What follows belongs to an exercise in optimizing a design on an open flow for small area and few clock cycles; a production flow would make more cautious choices.
Function was checked by simulation only, so behaviour that the tests miss may differ from the original.
Power is estimated from default activity; no workload was simulated.

==> flow/design.v (excerpt) <==
module rgb_led_serial_transmitter
#(
  parameter int TICK_BITS   = TICK_BITS_DEFAULT,
  parameter int QUEUE_DEPTH = QUEUE_DEPTH_DEFAULT
) (
  input  logic                  clk,
  input  logic                  rst,
  input  logic                  push,
  output logic                  full,
  input  logic [CHAN_W-1:0]     red,
  input  logic [CHAN_W-1:0]     green,
  input  logic [CHAN_W-1:0]     blue,
  input  logic                  end_of_frame,
  input  logic                  latch_request,
  output logic                  empty,
  input  logic                  pop,
  output logic                  bit_value,
  output logic [HIGH_W-1:0]     high_time,
  output logic [LOW_W-1:0]      low_time,
  output logic                  is_gap,
  output logic                  last_pulse,
  input  logic                  cfg_valid,
  output logic                  cfg_ready,
  input  logic [CFG_IDX_W-1:0]  cfg_index,
  input  logic [CFG_DATA_W-1:0] cfg_data
);
clock: 8.0 ns
lec_check: 0
cap_margin: 20
core_margin: 2
core_utilization: 70
slew_margin: 20
standard.sh (not shown) runs the stock make flow with config.mk's settings and CLKGATE_MAP_FILE= SYNTH_SCRIPT=/design/flow/synth_recipe.tcl, a recipe that flattens the netlist after the stock synthesis.
==> flow/flow/run.sh <==
#!/bin/bash
# The standard layout, with the smallest buffer cell for the port buffers
# (every input and output port still gets its own buffer), and a clock tree
# of clkbuf_4 without dummy load cells.
set -euo pipefail
bash standard.sh 'BUFFER_PORTS_ARGS=-buffer_cell sky130_fd_sc_hd__buf_1' \
  'CTS_ARGS=-sink_clustering_enable -repair_clock_nets -dont_use_dummy_load -buf_list sky130_fd_sc_hd__clkbuf_4' \
  finish > standard.log 2>&1
Testbench counts at the start, summed over its fixed seeds: cycles 30,912.
Edit:
==> flow/flow/run.sh (replaced) <==
#!/bin/bash
# The standard layout, with the smallest buffer cell for the port buffers
# (every input and output port still gets its own buffer).
set -euo pipefail
bash standard.sh 'BUFFER_PORTS_ARGS=-buffer_cell sky130_fd_sc_hd__buf_1' finish > standard.log 2>&1
CORE_UTILIZATION = 40   (was 70)
Result:
- clock-buffer cell count does not change
- non-clock buffer count is unchanged
- worst setup slack gets better by 0.041 ns

== P ==
Starting RTL as in the previous note.
Settings: LEC_CHECK=0, CAP_MARGIN=20, CORE_MARGIN=2, CORE_UTILIZATION=40, CTS_BUF_LIST=sky130_fd_sc_hd__clkbuf_8, SLEW_MARGIN=20; clock period 8.0 ns.
==> flow/flow/run.sh <==
#!/bin/bash
# The standard layout, with the smallest buffer cell for the port buffers
# (every input and output port still gets its own buffer).
set -euo pipefail
bash standard.sh 'BUFFER_PORTS_ARGS=-buffer_cell sky130_fd_sc_hd__buf_1' finish > standard.log 2>&1
Testbench counts of P, summed over its fixed seeds: cycles 30,912.
[inputs] Q vs P
==> flow/run.sh (new file) <==
#!/bin/bash
# synth_recipe.tcl (not shown) runs the flow's synth.tcl, then flattens the netlist and writes it again
# the make line also repeats each setting of config.mk as NAME=value (left out here)
make -C /OpenROAD-flow-scripts/flow DESIGN_CONFIG=/design/flow/config.mk WORK_HOME=/design/flow/orfs CLKGATE_MAP_FILE= SYNTH_SCRIPT=/design/flow/synth_recipe.tcl finish
diff --git a/flow/config.mk b/flow/config.mk
--- a/flow/config.mk
+++ b/flow/config.mk
@@ -9,4 +9,3 @@
 export CORE_MARGIN = 2
 export CORE_UTILIZATION = 40
-export CTS_BUF_LIST = sky130_fd_sc_hd__clkbuf_8
 export SLEW_MARGIN = 20
removed: flow/flow/run.sh
removed: flow/standard.sh
--- outcome ---
As of Q, internal power contribution had risen by more than 10% compared to P. Compared with P, in Q sequential power saw little to no change; proportion of total power due to net switching saw a decrease; area of all placed cells without fillers saw an increase; final setup slack of the worst path saw a decrease. P vs Q, capturing instance or port of the critical path: low_time[1] vs low_time[4].
Relative to Q, the following input files were edited for R:
==> flow/flow/run.sh (new file) <==
#!/bin/bash
# The standard layout, with the smallest buffer cell for the port buffers
# (every input and output port still gets its own buffer), and a clock tree
# of clkbuf_8 without dummy load cells.
set -euo pipefail
bash standard.sh 'BUFFER_PORTS_ARGS=-buffer_cell sky130_fd_sc_hd__buf_1' \
  'CTS_ARGS=-sink_clustering_enable -repair_clock_nets -dont_use_dummy_load -buf_list sky130_fd_sc_hd__clkbuf_8' \
  finish > standard.log 2>&1
==> flow/standard.sh (new file) <==
#!/bin/bash
# synth_recipe.tcl (not shown) runs the flow's synth.tcl, then flattens the netlist and writes it again
# the make line also repeats each setting of config.mk as NAME=value (left out here)
make -C /OpenROAD-flow-scripts/flow DESIGN_CONFIG=/design/flow/config.mk WORK_HOME=/design/flow/orfs CLKGATE_MAP_FILE= SYNTH_SCRIPT=/design/flow/synth_recipe.tcl "${@:-finish}"
diff --git a/flow/config.mk b/flow/config.mk
--- a/flow/config.mk
+++ b/flow/config.mk
@@ -8,4 +8,4 @@
 export CAP_MARGIN = 20
 export CORE_MARGIN = 2
-export CORE_UTILIZATION = 40
+export CORE_UTILIZATION = 70
 export SLEW_MARGIN = 20
removed: flow/run.sh
--- outcome ---
Area of the core region delta for R relative to Q: about 40% lower. Post-cts resize count is lower on R. Against Q as the reference, R delivers a higher final clock skew. Looking at relative slew slack across both flows, R is the weaker of the two, with Q ahead. Power spent charging and discharging nets (higher): Q. Against Q as the reference, R delivers a lower share of cells above drive strength 1. Cmp Q and R / clock share of power / lower: R. Compared with Q, in R flip-flop and latch share of the layout cell area climbed 6.0 points, floorplan die area decreased 8900 um^2.
#### Input delta (S over R)
==> flow/run.sh (new file) <==
#!/bin/bash
# synth_recipe.tcl (not shown) runs the flow's synth.tcl, then flattens the netlist and writes it again
# the make line also repeats each setting of config.mk as NAME=value (left out here)
make -C /OpenROAD-flow-scripts/flow DESIGN_CONFIG=/design/flow/config.mk WORK_HOME=/design/flow/orfs CLKGATE_MAP_FILE= SYNTH_SCRIPT=/design/flow/synth_recipe.tcl finish
diff --git a/flow/config.mk b/flow/config.mk
--- a/flow/config.mk
+++ b/flow/config.mk
@@ -8,4 +8,5 @@
 export CAP_MARGIN = 20
 export CORE_MARGIN = 2
-export CORE_UTILIZATION = 70
+export CORE_UTILIZATION = 40
+export CTS_BUF_LIST = sky130_fd_sc_hd__clkbuf_8
 export SLEW_MARGIN = 20
removed: flow/flow/run.sh
removed: flow/standard.sh
Findings:
Per the final summary, S finished and its layout is clean on timing, DRC and antenna.
Changes observed in S relative to R: total power climbed about 12%, combinational gate power climbed 12%, number of tap cells added at floorplan climbed 85%, worst hold slack climbed 36 ps, sequential share of layout area dropped 5.4 points.
The lower final core area utilization of S and R is in S.
Global-route wire length before repair ends up higher on S.
Going from R to S, clock share of power picked up an extra 6.2 points; worst setup slack picked up an extra 7.5 ps.
R → S: vertical die dimension up about 30%; maximum frequency neither gained nor lost much.
> inputs changed (S -> T)
diff --git a/flow/config.mk b/flow/config.mk
--- a/flow/config.mk
+++ b/flow/config.mk
@@ -9,4 +9,4 @@
 export CORE_MARGIN = 2
 export CORE_UTILIZATION = 40
-export CTS_BUF_LIST = sky130_fd_sc_hd__clkbuf_8
+export CTS_BUF_LIST = sky130_fd_sc_hd__clkbuf_4 sky130_fd_sc_hd__clkbuf_8
 export SLEW_MARGIN = 20
### Flow results
Cell area: T vs S, no meaningful difference
Diff S..T | share of cell area taken by muxes after synthesis | unchanged
For sequential power share, T and S come out practically identical.
Sequential cell area fraction in the yosys report: T vs S identical
Delta (T minus S): power density normalized to cell area now sits at about the same level, total power now sits at about the same level, sequential power now sits at about the same level, cell depth of the worst setup path now sits at about the same level, ratio of routed vias to standard cells now sits at about the same level.
Adder-cell share of the synthesized area came out exactly the same in T and S.

==> re-timing with driven ports <==
The flow's constraints put no driver on any port. The routed layouts listed below were extracted and timed again, unchanged, in two steps.
Step 1 assumes that a clkbuf_16 drives the clock port and a buf_2 every other input.
Step 2, shift: input delay + t, output delay - t, t = (earliest + latest rising clock arrival at the registers) / 2. This alone moves slack from input paths to output paths.
a / b / c = ideal / step 1 / step 2; a / b = the first two.
run | t (ns) | slack for setup (ns) | slew at the worst register clock pin (ns) | worst slew at a driven data input, ns | pins driven straight from the clock port
the first run of note 1 | 0.579 | 0.273 / 0.242 / 0.273 | 0.12 / 0.12 | 0.04 | 1
the second run of note 1 | 0.464 | 0.314 / 0.314 / 0.314 | 0.07 / 0.07 | 0.03 | 1
P | 0.494 | 0.294 / 0.254 / 0.308 | 0.10 / 0.10 | 0.03 | 1
Q | 0.467 | 0.288 / 0.242 / 0.304 | 0.08 / 0.08 | 0.04 | 1
R | 0.474 | 0.273 / 0.238 / 0.304 | 0.08 / 0.08 | 0.04 | 1
S | 0.486 | 0.280 / 0.244 / 0.314 | 0.11 / 0.11 | 0.04 | 1
T | 0.486 | 0.280 / 0.244 / 0.314 | 0.11 / 0.11 | 0.04 | 1
After both steps every run listed still meets setup and hold.
